Background: an optimization exercise with open tools, aiming at small area, a short achievable clock period and few clock cycles per item. Do not read the settings as production practice.
RTL that was checked went through simulation tests only; none was proved equivalent to the original.
Power figures rest on the tool's default switching activity, not on a simulated workload.

== lane 2 ==
==> flow/design.v <==
package icl_pkg;
   localparam int DEFAULT_SLOTS = 16;
   localparam int KEY_W         = 16;
   localparam int STAMP_W       = 32;
   localparam int COUNT_W       = 17;
   localparam int OP_W          = 2;
   localparam int STATUS_W      = 2;
   localparam int SLOT_W        = 4;
   localparam logic [COUNT_W-1:0] INODE_COUNT_RESET = 17'h10000;
   typedef enum logic [OP_W-1:0] {
      OP_LOOKUP = 2'd0,
      OP_PUT    = 2'd1,
      OP_REMOVE = 2'd2
   } op_type;
   typedef enum logic [STATUS_W-1:0] {
      ST_OK     = 2'd0,
      ST_RANGE  = 2'd1,
      ST_ABSENT = 2'd2
   } status_type;
   typedef enum logic [1:0] {
      S_IDLE,
      S_SCAN,
      S_DONE
   } state_type;
   typedef struct packed {
      logic [KEY_W-1:0]   key;
      logic [STAMP_W-1:0] stamp;
   } entry_type;
endpackage
module inode_cache_lru #(
   parameter int SLOTS = icl_pkg::DEFAULT_SLOTS
) (
   input  logic                        clock,
   input  logic                        reset,
   input  logic                        req_valid,
   output logic                        req_ready,
   input  logic [icl_pkg::OP_W-1:0]    req_op,
   input  logic [icl_pkg::KEY_W-1:0]   req_key,
   output logic                        rsp_valid,
   input  logic                        rsp_ready,
   output logic [icl_pkg::STATUS_W-1:0] rsp_status,
   output logic                        rsp_hit,
   output logic [icl_pkg::SLOT_W-1:0]  rsp_slot,
   output logic                        rsp_evicted,
   output logic [icl_pkg::KEY_W-1:0]   rsp_evicted_key,
   input  logic                        csr_wr_en,
   input  logic [icl_pkg::COUNT_W-1:0] csr_wr_data
);
   localparam int KW = icl_pkg::KEY_W;
   localparam int SW = icl_pkg::SLOT_W;
   localparam int RW = icl_pkg::STATUS_W + 1 + SW + 1 + KW;
   localparam int T  = SLOTS - 1;
   logic [KW-1:0]        key_ff [SLOTS];
   logic [SW-1:0]        id_ff  [SLOTS];
   logic [SLOTS-1:0]     ev_ff;
   logic [SLOTS-1:0]     slot_valid_ff;
   logic [icl_pkg::COUNT_W-1:0] inode_count_ff;
   logic                 e_valid_ff;
   logic [icl_pkg::OP_W-1:0] e_op_ff;
   logic [KW-1:0]        e_key_ff;
   logic [SLOTS-1:0]     e_eq_ff;
   logic                 e_range_ff;
   logic                 o0_valid_ff, o1_valid_ff, ready_ff;
   logic [RW-1:0]        o0_ff, o1_ff;
   logic                 adv, exec, put_exec;
   logic                 is_lookup, is_put, is_remove;
   logic [SLOTS-1:0]     d_eq;
   logic                 d_same;
   logic [SLOTS-1:0]     match, m_up, free_pos, a_up, move, rem, free_slot;
   logic                 found, has_inv;
   logic [SW-1:0]        match_id, free_id, alt_id, put_id;
   logic                 o1_next;
   logic [RW-1:0]        res;
   logic [icl_pkg::STATUS_W-1:0] res_status;
   logic                 res_hit;
   logic [SW-1:0]        res_slot;
   logic                 res_evicted;
   assign adv       = !o1_valid_ff;
   assign req_ready = ready_ff;
   assign exec      = adv && e_valid_ff;
   assign is_lookup = (e_op_ff == icl_pkg::OP_LOOKUP);
   assign is_put    = (e_op_ff == icl_pkg::OP_PUT);
   assign is_remove = (e_op_ff == icl_pkg::OP_REMOVE);
   assign put_exec  = exec && is_put;
   always_comb begin
      for (int k = 0; k < SLOTS; k++) begin
         match[k]    = e_eq_ff[k];
         free_pos[k] = !ev_ff[k];
         free_slot[k] = !slot_valid_ff[k];
         for (int j = 0; j < k; j++) begin
            if (!ev_ff[j])         free_pos[k]  = 1'b0;
            if (!slot_valid_ff[j]) free_slot[k] = 1'b0;
         end
         m_up[k] = 1'b0;
         a_up[k] = 1'b0;
         for (int j = 0; j <= k; j++) begin
            if (match[j])    m_up[k] = 1'b1;
            if (free_pos[j]) a_up[k] = 1'b1;
         end
      end
      has_inv = !(&ev_ff);
      if (!has_inv) a_up = '1;
      found = m_up[T];
      match_id = '0;
      free_id  = '0;
      for (int k = 0; k < SLOTS; k++) begin
         if (match[k])     match_id = match_id | id_ff[k];
         if (free_slot[k]) free_id  = free_id | SW'(k);
      end
      alt_id = has_inv ? free_id : id_ff[0];
      put_id = found ? match_id : alt_id;
   end
   assign move = put_exec ? (found ? m_up : a_up) : '0;
   assign rem  = (exec && is_remove) ? match : '0;
   assign d_same = (req_key == e_key_ff);
   always_comb begin
      for (int k = 0; k < T; k++)
         d_eq[k] = move[k] ? ((key_ff[k+1] == req_key) && ev_ff[k+1])
                           : ((key_ff[k] == req_key) && ev_ff[k] && !rem[k]);
      d_eq[T] = put_exec ? d_same : ((key_ff[T] == req_key) && ev_ff[T] && !rem[T]);
   end
   always_comb begin
      res_status  = icl_pkg::ST_OK;
      res_hit     = 1'b0;
      res_slot    = '0;
      res_evicted = 1'b0;
      if (is_lookup) begin
         if (!e_range_ff) begin
            res_status = icl_pkg::ST_RANGE;
         end else if (found) begin
            res_hit  = 1'b1;
            res_slot = match_id;
         end else begin
            res_status = icl_pkg::ST_ABSENT;
         end
      end else if (is_put) begin
         res_hit     = found;
         res_slot    = put_id;
         res_evicted = !found && !has_inv;
      end else if (is_remove) begin
         if (found) begin
            res_hit  = 1'b1;
            res_slot = match_id;
         end else begin
            res_status = icl_pkg::ST_ABSENT;
         end
      end
   end
   assign res = {res_status, res_hit, res_slot, res_evicted, res_evicted ? key_ff[0] : '0};
   always_ff @(posedge clock) begin
      for (int k = 0; k < T; k++) begin
         if (move[k]) begin
            key_ff[k] <= key_ff[k+1];
            id_ff[k]  <= id_ff[k+1];
         end
      end
      if (put_exec) begin
         key_ff[T] <= e_key_ff;
         id_ff[T]  <= put_id;
      end
   end
   assign o1_next = o1_valid_ff ? !rsp_ready : (exec && o0_valid_ff && !rsp_ready);
   always_ff @(posedge clock) begin
      if (reset) begin
         ev_ff          <= '0;
         slot_valid_ff  <= '0;
         inode_count_ff <= icl_pkg::INODE_COUNT_RESET;
         e_valid_ff     <= 1'b0;
         o0_valid_ff    <= 1'b0;
         o1_valid_ff    <= 1'b0;
         ready_ff       <= 1'b1;
      end else begin
         if (csr_wr_en) inode_count_ff <= csr_wr_data;
         for (int k = 0; k < T; k++) begin
            if (move[k])     ev_ff[k] <= ev_ff[k+1];
            else if (rem[k]) ev_ff[k] <= 1'b0;
         end
         if (put_exec)    ev_ff[T] <= 1'b1;
         else if (rem[T]) ev_ff[T] <= 1'b0;
         for (int j = 0; j < SLOTS; j++) begin
            if (put_exec && !found && free_slot[j]) slot_valid_ff[j] <= 1'b1;
            else if (exec && is_remove && found && (match_id == SW'(j))) slot_valid_ff[j] <= 1'b0;
         end
         if (adv) e_valid_ff <= req_valid;
         if (!o0_valid_ff || rsp_ready) o0_valid_ff <= o1_valid_ff || exec;
         o1_valid_ff <= o1_next;
         ready_ff    <= !o1_next;
      end
   end
   always_ff @(posedge clock) begin
      if (adv) begin
         e_op_ff    <= req_op;
         e_key_ff   <= req_key;
         e_eq_ff    <= d_eq;
         e_range_ff <= ({1'b0, req_key} < inode_count_ff);
      end
   end
   always_ff @(posedge clock) begin
      if (!o1_valid_ff) o1_ff <= res;
      if (!o0_valid_ff || rsp_ready) o0_ff <= o1_valid_ff ? o1_ff : res;
   end
   assign rsp_valid = o0_valid_ff;
   assign {rsp_status, rsp_hit, rsp_slot, rsp_evicted, rsp_evicted_key} = o0_ff;
endmodule
==> flow/config.mk <==
export PLATFORM = sky130hd
export DESIGN_NAME = inode_cache_lru
export DESIGN_NICKNAME = inode_cache_lru
export VERILOG_FILES = /design/flow/design.v
export SDC_FILE = /design/flow/constraint.sdc
export NUM_CORES = 4
export LEC_CHECK = 0
export ABC_CLOCK_PERIOD_IN_PS = 2000
export CAP_MARGIN = 20
export CORE_MARGIN = 2
export CORE_UTILIZATION = 50
export CTS_CLUSTER_DIAMETER = 80
export CTS_CLUSTER_SIZE = 24
export PLACE_DENSITY = 0.7
export SETUP_SLACK_MARGIN = 2.65
export SLEW_MARGIN = 20
==> flow/constraint.sdc <==
create_clock -name core_clock -period 5.0 [get_ports {clock}]
set_input_delay 1.0000 -clock core_clock [delete_from_list [all_inputs] [get_ports {clock}]]
set_output_delay 1.0000 -clock core_clock [all_outputs]
set_load 0.01 [all_outputs]
standard.sh (not shown) runs the stock make flow with config.mk's settings and CLKGATE_MAP_FILE= SYNTH_SCRIPT=/design/flow/synth_recipe.tcl, a recipe that flattens the netlist after the stock synthesis.
==> flow/flow/run.sh <==
#!/bin/bash
# The standard layout (the standard.sh: standard synthesis, then ORFS to finish), with one
# change: buffer_ports buffers every input and output port with buf_4 instead of its default
# cell (a slow delay buffer that the footprint-matched resizer cannot replace).
set -euo pipefail
bash standard.sh synth > synth.log 2>&1
export BUFFER_PORTS_ARGS="-buffer_cell sky130_fd_sc_hd__buf_4"
bash standard.sh > layout.log 2>&1
What lane 5 does differently from lane 2 at the input level:
--- a/flow/design.v
+++ b/flow/design.v
@@ -83,9 +83,9 @@
    assign is_remove = (e_op_ff == icl_pkg::OP_REMOVE);
    assign put_exec  = exec && is_put;
    always_comb begin
       for (int k = 0; k < SLOTS; k++) begin
-         match[k]    = e_eq_ff[k];
+         match[k]    = ev_ff[k] && e_eq_ff[k];
          free_pos[k] = !ev_ff[k];
          free_slot[k] = !slot_valid_ff[k];
          for (int j = 0; j < k; j++) begin
             if (!ev_ff[j])         free_pos[k]  = 1'b0;
@@ -114,11 +114,10 @@
    assign rem  = (exec && is_remove) ? match : '0;
    assign d_same = (req_key == e_key_ff);
    always_comb begin
       for (int k = 0; k < T; k++)
-         d_eq[k] = move[k] ? ((key_ff[k+1] == req_key) && ev_ff[k+1])
-                           : ((key_ff[k] == req_key) && ev_ff[k] && !rem[k]);
-      d_eq[T] = put_exec ? d_same : ((key_ff[T] == req_key) && ev_ff[T] && !rem[T]);
+         d_eq[k] = move[k] ? (key_ff[k+1] == req_key) : (key_ff[k] == req_key);
+      d_eq[T] = put_exec ? d_same : (key_ff[T] == req_key);
    end
    always_comb begin
       res_status  = icl_pkg::ST_OK;
       res_hit     = 1'b0;
Findings:
Number of instances in the synthesized netlist (higher): lane 5
Lane 5: full flow OK, the timing, DRC and antenna checks passed
Taking lane 2 as the reference, in lane 5 routed wire length moved down, worst hold-check slack moved up, post-synth design cell area moved up, final worst setup slack moved up.
Testbench counts of lane 5, summed over its fixed seeds: cycles 12,016, items 12,000.
The RTL of lane 2 was laid out without a check of its function.


Starts from the design.v that is shown in full above.
Settings: LEC_CHECK=0, ABC_CLOCK_PERIOD_IN_PS=2000, CAP_MARGIN=20, CORE_MARGIN=2, CORE_UTILIZATION=50, CTS_CLUSTER_DIAMETER=80, CTS_CLUSTER_SIZE=24, SETUP_SLACK_MARGIN=2.65, SLEW_MARGIN=20; clock period 5.0 ns.
Scripts as last shown in full above: flow/flow/run.sh
Then changed:
--- a/flow/design.v
+++ b/flow/design.v
@@ -81,13 +81,13 @@
    assign is_lookup = (e_op_ff == icl_pkg::OP_LOOKUP);
    assign is_put    = (e_op_ff == icl_pkg::OP_PUT);
    assign is_remove = (e_op_ff == icl_pkg::OP_REMOVE);
    assign put_exec  = exec && is_put;
    always_comb begin
       for (int k = 0; k < SLOTS; k++) begin
-         match[k]    = e_eq_ff[k];
+         match[k]    = ev_ff[k] && e_eq_ff[k];
          free_pos[k] = !ev_ff[k];
          free_slot[k] = !slot_valid_ff[k];
          for (int j = 0; j < k; j++) begin
             if (!ev_ff[j])         free_pos[k]  = 1'b0;
             if (!slot_valid_ff[j]) free_slot[k] = 1'b0;
          end
@@ -112,15 +112,14 @@
    end
    assign move = put_exec ? (found ? m_up : a_up) : '0;
    assign rem  = (exec && is_remove) ? match : '0;
    assign d_same = (req_key == e_key_ff);
    always_comb begin
       for (int k = 0; k < T; k++)
-         d_eq[k] = move[k] ? ((key_ff[k+1] == req_key) && ev_ff[k+1])
-                           : ((key_ff[k] == req_key) && ev_ff[k] && !rem[k]);
-      d_eq[T] = put_exec ? d_same : ((key_ff[T] == req_key) && ev_ff[T] && !rem[T]);
+         d_eq[k] = move[k] ? (key_ff[k+1] == req_key) : (key_ff[k] == req_key);
+      d_eq[T] = put_exec ? d_same : (key_ff[T] == req_key);
    end
    always_comb begin
       res_status  = icl_pkg::ST_OK;
       res_hit     = 1'b0;
       res_slot    = '0;
       res_evicted = 1'b0;
Design area fell by 2.3%.
Worst setup slack improves by 72 ps.
Clock power fell by 8.7%.
Hold slack hardly moves.
Area after synthesis rose by 0.48%.
Die area rose by 0.47%.
Clock-buffer cell count rose by 4.
First-iteration DRC count fell by 8.0%.
Combinational power fell by 35%.
Register-to-register slack improves by 70 ps.
Synthesized cell count rose by 4.2%.
Testbench counts after the change, summed over its fixed seeds: cycles 12,016, items 12,000.
For the first run of this note, only the layout was checked, not whether the RTL still works.


RTL: one of the versions met above, not the one the previous note started from.
Size in the first run: about 1400 cells after synthesis, roughly 66 I/O pins, roughly 19000 sq um of cells after synthesis.
==> module inode_cache_lru, before the edit <==
module inode_cache_lru #(
   parameter int SLOTS = icl_pkg::DEFAULT_SLOTS
) (
   input  logic                        clock,
   input  logic                        reset,
   input  logic                        req_valid,
   output logic                        req_ready,
   input  logic [icl_pkg::OP_W-1:0]    req_op,
   input  logic [icl_pkg::KEY_W-1:0]   req_key,
   output logic                        rsp_valid,
   input  logic                        rsp_ready,
   output logic [icl_pkg::STATUS_W-1:0] rsp_status,
   output logic                        rsp_hit,
   output logic [icl_pkg::SLOT_W-1:0]  rsp_slot,
   output logic                        rsp_evicted,
   output logic [icl_pkg::KEY_W-1:0]   rsp_evicted_key,
   input  logic                        csr_wr_en,
   input  logic [icl_pkg::COUNT_W-1:0] csr_wr_data
);
   localparam int KW = icl_pkg::KEY_W;
   localparam int SW = icl_pkg::SLOT_W;
   localparam int RW = icl_pkg::STATUS_W + 1 + SW + 1 + KW;
   localparam int T  = SLOTS - 1;
   logic [KW-1:0]        key_ff [SLOTS];
   logic [SW-1:0]        id_ff  [SLOTS];
   logic [SLOTS-1:0]     ev_ff;
   logic [SLOTS-1:0]     slot_valid_ff;
   logic [icl_pkg::COUNT_W-1:0] inode_count_ff;
   logic                 e_valid_ff;
   logic [icl_pkg::OP_W-1:0] e_op_ff;
   logic [KW-1:0]        e_key_ff;
   logic [SLOTS-1:0]     e_eq_ff;
   logic                 e_range_ff;
   logic                 o0_valid_ff, o1_valid_ff, ready_ff;
   logic [RW-1:0]        o0_ff, o1_ff;
   logic                 adv, exec, put_exec;
   logic                 is_lookup, is_put, is_remove;
   logic [SLOTS-1:0]     d_eq;
   logic                 d_same;
   logic [SLOTS-1:0]     match, m_up, free_pos, a_up, move, rem, free_slot;
   logic                 found, has_inv;
   logic [SW-1:0]        match_id, free_id, alt_id, put_id;
   logic                 o1_next;
   logic [RW-1:0]        res;
   logic [icl_pkg::STATUS_W-1:0] res_status;
   logic                 res_hit;
   logic [SW-1:0]        res_slot;
   logic                 res_evicted;
   assign adv       = !o1_valid_ff;
   assign req_ready = ready_ff;
   assign exec      = adv && e_valid_ff;
   assign is_lookup = (e_op_ff == icl_pkg::OP_LOOKUP);
   assign is_put    = (e_op_ff == icl_pkg::OP_PUT);
   assign is_remove = (e_op_ff == icl_pkg::OP_REMOVE);
   assign put_exec  = exec && is_put;
   always_comb begin
      for (int k = 0; k < SLOTS; k++) begin
         match[k]    = ev_ff[k] && e_eq_ff[k];
         free_pos[k] = !ev_ff[k];
         free_slot[k] = !slot_valid_ff[k];
         for (int j = 0; j < k; j++) begin
            if (!ev_ff[j])         free_pos[k]  = 1'b0;
            if (!slot_valid_ff[j]) free_slot[k] = 1'b0;
         end
         m_up[k] = 1'b0;
         a_up[k] = 1'b0;
         for (int j = 0; j <= k; j++) begin
            if (match[j])    m_up[k] = 1'b1;
            if (free_pos[j]) a_up[k] = 1'b1;
         end
      end
      has_inv = !(&ev_ff);
      if (!has_inv) a_up = '1;
      found = m_up[T];
      match_id = '0;
      free_id  = '0;
      for (int k = 0; k < SLOTS; k++) begin
         if (match[k])     match_id = match_id | id_ff[k];
         if (free_slot[k]) free_id  = free_id | SW'(k);
      end
      alt_id = has_inv ? free_id : id_ff[0];
      put_id = found ? match_id : alt_id;
   end
   assign move = put_exec ? (found ? m_up : a_up) : '0;
   assign rem  = (exec && is_remove) ? match : '0;
   assign d_same = (req_key == e_key_ff);
   always_comb begin
      for (int k = 0; k < T; k++)
         d_eq[k] = move[k] ? (key_ff[k+1] == req_key) : (key_ff[k] == req_key);
      d_eq[T] = put_exec ? d_same : (key_ff[T] == req_key);
   end
   always_comb begin
      res_status  = icl_pkg::ST_OK;
      res_hit     = 1'b0;
      res_slot    = '0;
      res_evicted = 1'b0;
      if (is_lookup) begin
         if (!e_range_ff) begin
            res_status = icl_pkg::ST_RANGE;
         end else if (found) begin
            res_hit  = 1'b1;
            res_slot = match_id;
         end else begin
            res_status = icl_pkg::ST_ABSENT;
         end
      end else if (is_put) begin
         res_hit     = found;
         res_slot    = put_id;
         res_evicted = !found && !has_inv;
      end else if (is_remove) begin
         if (found) begin
            res_hit  = 1'b1;
            res_slot = match_id;
         end else begin
            res_status = icl_pkg::ST_ABSENT;
         end
      end
   end
   assign res = {res_status, res_hit, res_slot, res_evicted, res_evicted ? key_ff[0] : '0};
   always_ff @(posedge clock) begin
      for (int k = 0; k < T; k++) begin
         if (move[k]) begin
            key_ff[k] <= key_ff[k+1];
            id_ff[k]  <= id_ff[k+1];
         end
      end
      if (put_exec) begin
         key_ff[T] <= e_key_ff;
         id_ff[T]  <= put_id;
      end
   end
   assign o1_next = o1_valid_ff ? !rsp_ready : (exec && o0_valid_ff && !rsp_ready);
   always_ff @(posedge clock) begin
      if (reset) begin
         ev_ff          <= '0;
         slot_valid_ff  <= '0;
         inode_count_ff <= icl_pkg::INODE_COUNT_RESET;
         e_valid_ff     <= 1'b0;
         o0_valid_ff    <= 1'b0;
         o1_valid_ff    <= 1'b0;
         ready_ff       <= 1'b1;
      end else begin
         if (csr_wr_en) inode_count_ff <= csr_wr_data;
         for (int k = 0; k < T; k++) begin
            if (move[k])     ev_ff[k] <= ev_ff[k+1];
            else if (rem[k]) ev_ff[k] <= 1'b0;
         end
         if (put_exec)    ev_ff[T] <= 1'b1;
         else if (rem[T]) ev_ff[T] <= 1'b0;
         for (int j = 0; j < SLOTS; j++) begin
            if (put_exec && !found && free_slot[j]) slot_valid_ff[j] <= 1'b1;
            else if (exec && is_remove && found && (match_id == SW'(j))) slot_valid_ff[j] <= 1'b0;
         end
         if (adv) e_valid_ff <= req_valid;
         if (!o0_valid_ff || rsp_ready) o0_valid_ff <= o1_valid_ff || exec;
         o1_valid_ff <= o1_next;
         ready_ff    <= !o1_next;
      end
   end
   always_ff @(posedge clock) begin
      if (adv) begin
         e_op_ff    <= req_op;
         e_key_ff   <= req_key;
         e_eq_ff    <= d_eq;
         e_range_ff <= ({1'b0, req_key} < inode_count_ff);
      end
   end
   always_ff @(posedge clock) begin
      if (!o1_valid_ff) o1_ff <= res;
      if (!o0_valid_ff || rsp_ready) o0_ff <= o1_valid_ff ? o1_ff : res;
   end
   assign rsp_valid = o0_valid_ff;
   assign {rsp_status, rsp_hit, rsp_slot, rsp_evicted, rsp_evicted_key} = o0_ff;
endmodule
make LEC_CHECK=0 ABC_CLOCK_PERIOD_IN_PS=2000 CAP_MARGIN=20 CORE_MARGIN=2 CORE_UTILIZATION=50 CTS_CLUSTER_DIAMETER=80 CTS_CLUSTER_SIZE=24 SETUP_SLACK_MARGIN=2.5 SLEW_MARGIN=20 finish   # period 5.0 ns
run.sh (not shown) runs the stock make flow with config.mk's settings and CLKGATE_MAP_FILE= SYNTH_SCRIPT=/design/flow/synth_recipe.tcl, a recipe that flattens the netlist after the stock synthesis.
Stock flow here: none of the scripts above is used.
The first run ran to the end with no violations.
Testbench counts at the start, summed over its fixed seeds: cycles 12,016, items 12,000.
==> next run, changes <==
--- a/flow/design.v
+++ b/flow/design.v
@@ -53,8 +53,10 @@
    logic [KW-1:0]        key_ff [SLOTS];
    logic [SW-1:0]        id_ff  [SLOTS];
    logic [SLOTS-1:0]     ev_ff;
    logic [SLOTS-1:0]     slot_valid_ff;
+   logic                 clr_ff;
+   logic [SW-1:0]        clr_id_ff;
    logic [icl_pkg::COUNT_W-1:0] inode_count_ff;
    logic                 e_valid_ff;
    logic [icl_pkg::OP_W-1:0] e_op_ff;
    logic [KW-1:0]        e_key_ff;
@@ -65,9 +67,9 @@
    logic                 adv, exec, put_exec;
    logic                 is_lookup, is_put, is_remove;
    logic [SLOTS-1:0]     d_eq;
    logic                 d_same;
-   logic [SLOTS-1:0]     match, m_up, free_pos, a_up, move, rem, free_slot;
+   logic [SLOTS-1:0]     match, m_up, free_pos, a_up, move, rem, free_slot, slot_valid;
    logic                 found, has_inv;
    logic [SW-1:0]        match_id, free_id, alt_id, put_id;
    logic                 o1_next;
    logic [RW-1:0]        res;
@@ -82,15 +84,19 @@
    assign is_put    = (e_op_ff == icl_pkg::OP_PUT);
    assign is_remove = (e_op_ff == icl_pkg::OP_REMOVE);
    assign put_exec  = exec && is_put;
    always_comb begin
+      for (int j = 0; j < SLOTS; j++)
+         slot_valid[j] = slot_valid_ff[j] && !(clr_ff && (clr_id_ff == SW'(j)));
+   end
+   always_comb begin
       for (int k = 0; k < SLOTS; k++) begin
          match[k]    = ev_ff[k] && e_eq_ff[k];
          free_pos[k] = !ev_ff[k];
-         free_slot[k] = !slot_valid_ff[k];
+         free_slot[k] = !slot_valid[k];
          for (int j = 0; j < k; j++) begin
             if (!ev_ff[j])         free_pos[k]  = 1'b0;
-            if (!slot_valid_ff[j]) free_slot[k] = 1'b0;
+            if (!slot_valid[j]) free_slot[k] = 1'b0;
          end
          m_up[k] = 1'b0;
          a_up[k] = 1'b0;
          for (int j = 0; j <= k; j++) begin
@@ -162,8 +168,9 @@
    always_ff @(posedge clock) begin
       if (reset) begin
          ev_ff          <= '0;
          slot_valid_ff  <= '0;
+         clr_ff         <= 1'b0;
          inode_count_ff <= icl_pkg::INODE_COUNT_RESET;
          e_valid_ff     <= 1'b0;
          o0_valid_ff    <= 1'b0;
          o1_valid_ff    <= 1'b0;
@@ -175,19 +182,18 @@
             else if (rem[k]) ev_ff[k] <= 1'b0;
          end
          if (put_exec)    ev_ff[T] <= 1'b1;
          else if (rem[T]) ev_ff[T] <= 1'b0;
-         for (int j = 0; j < SLOTS; j++) begin
-            if (put_exec && !found && free_slot[j]) slot_valid_ff[j] <= 1'b1;
-            else if (exec && is_remove && found && (match_id == SW'(j))) slot_valid_ff[j] <= 1'b0;
-         end
+         slot_valid_ff <= slot_valid | ((put_exec && !found) ? free_slot : '0);
+         clr_ff        <= exec && is_remove && found;
          if (adv) e_valid_ff <= req_valid;
          if (!o0_valid_ff || rsp_ready) o0_valid_ff <= o1_valid_ff || exec;
          o1_valid_ff <= o1_next;
          ready_ff    <= !o1_next;
       end
    end
    always_ff @(posedge clock) begin
+      clr_id_ff <= match_id;
       if (adv) begin
          e_op_ff    <= req_op;
          e_key_ff   <= req_key;
          e_eq_ff    <= d_eq;
What happened:
- first-iteration DRC count came out lower by 10%
- clock power climbs by about 4%
- final area rises by 6.4%
- maximum frequency fell by 7.6%
- global-route usage goes up by 0.24 points
- sequential share of layout area came out lower by 3.0 points
- cell count rose by 5.2%
- worst setup slack degrades by 0.20 ns
The RTL of the second run of this note was laid out without a check of its function.

## port drivers added, routing unchanged
Ports are ideal in the flow. The routed layouts listed here were re-timed in OpenROAD.
Step 1, drivers: a clkbuf_16 drives clock and a buf_2 each remaining input, both assumed.
Step 2 adds t to the input delays and takes it off the output delays; t is the mean of the earliest and latest rising clock arrival at the registers after step 1. Input paths then give back, and output paths get back, about the clock's delay inside the block.
Slacks: ideal / step 1 / step 2; pairs: ideal / step 1.
run | shift t [ns] | setup WS [ns] | hold slack, ns
lane 2 | 0.601 | 2.581 / 2.581 / 2.080 | 0.450 / 0.450 / 0.450
lane 5 | 0.608 | 2.716 / 2.731 / 2.137 | 0.459 / 0.459 / 0.459
the first run of note 2 | 0.623 | 2.580 / 2.580 / 2.113 | 0.458 / 0.458 / 0.458
the second run of note 2 | 0.605 | 2.652 / 2.652 / 2.223 | 0.460 / 0.460 / 0.460
the first run of note 3 | 0.607 | 2.538 / 2.510 / 1.980 | 0.455 / 0.455 / 0.455
the second run of note 3 | 0.627 | 2.335 / 2.335 / 1.973 | 0.457 / 0.457 / 0.457
After both steps every run listed still meets setup and hold. The setup slack of lane 5, which loses most, moves by +0.015 ns with the drivers and by -0.579 ns with both steps.
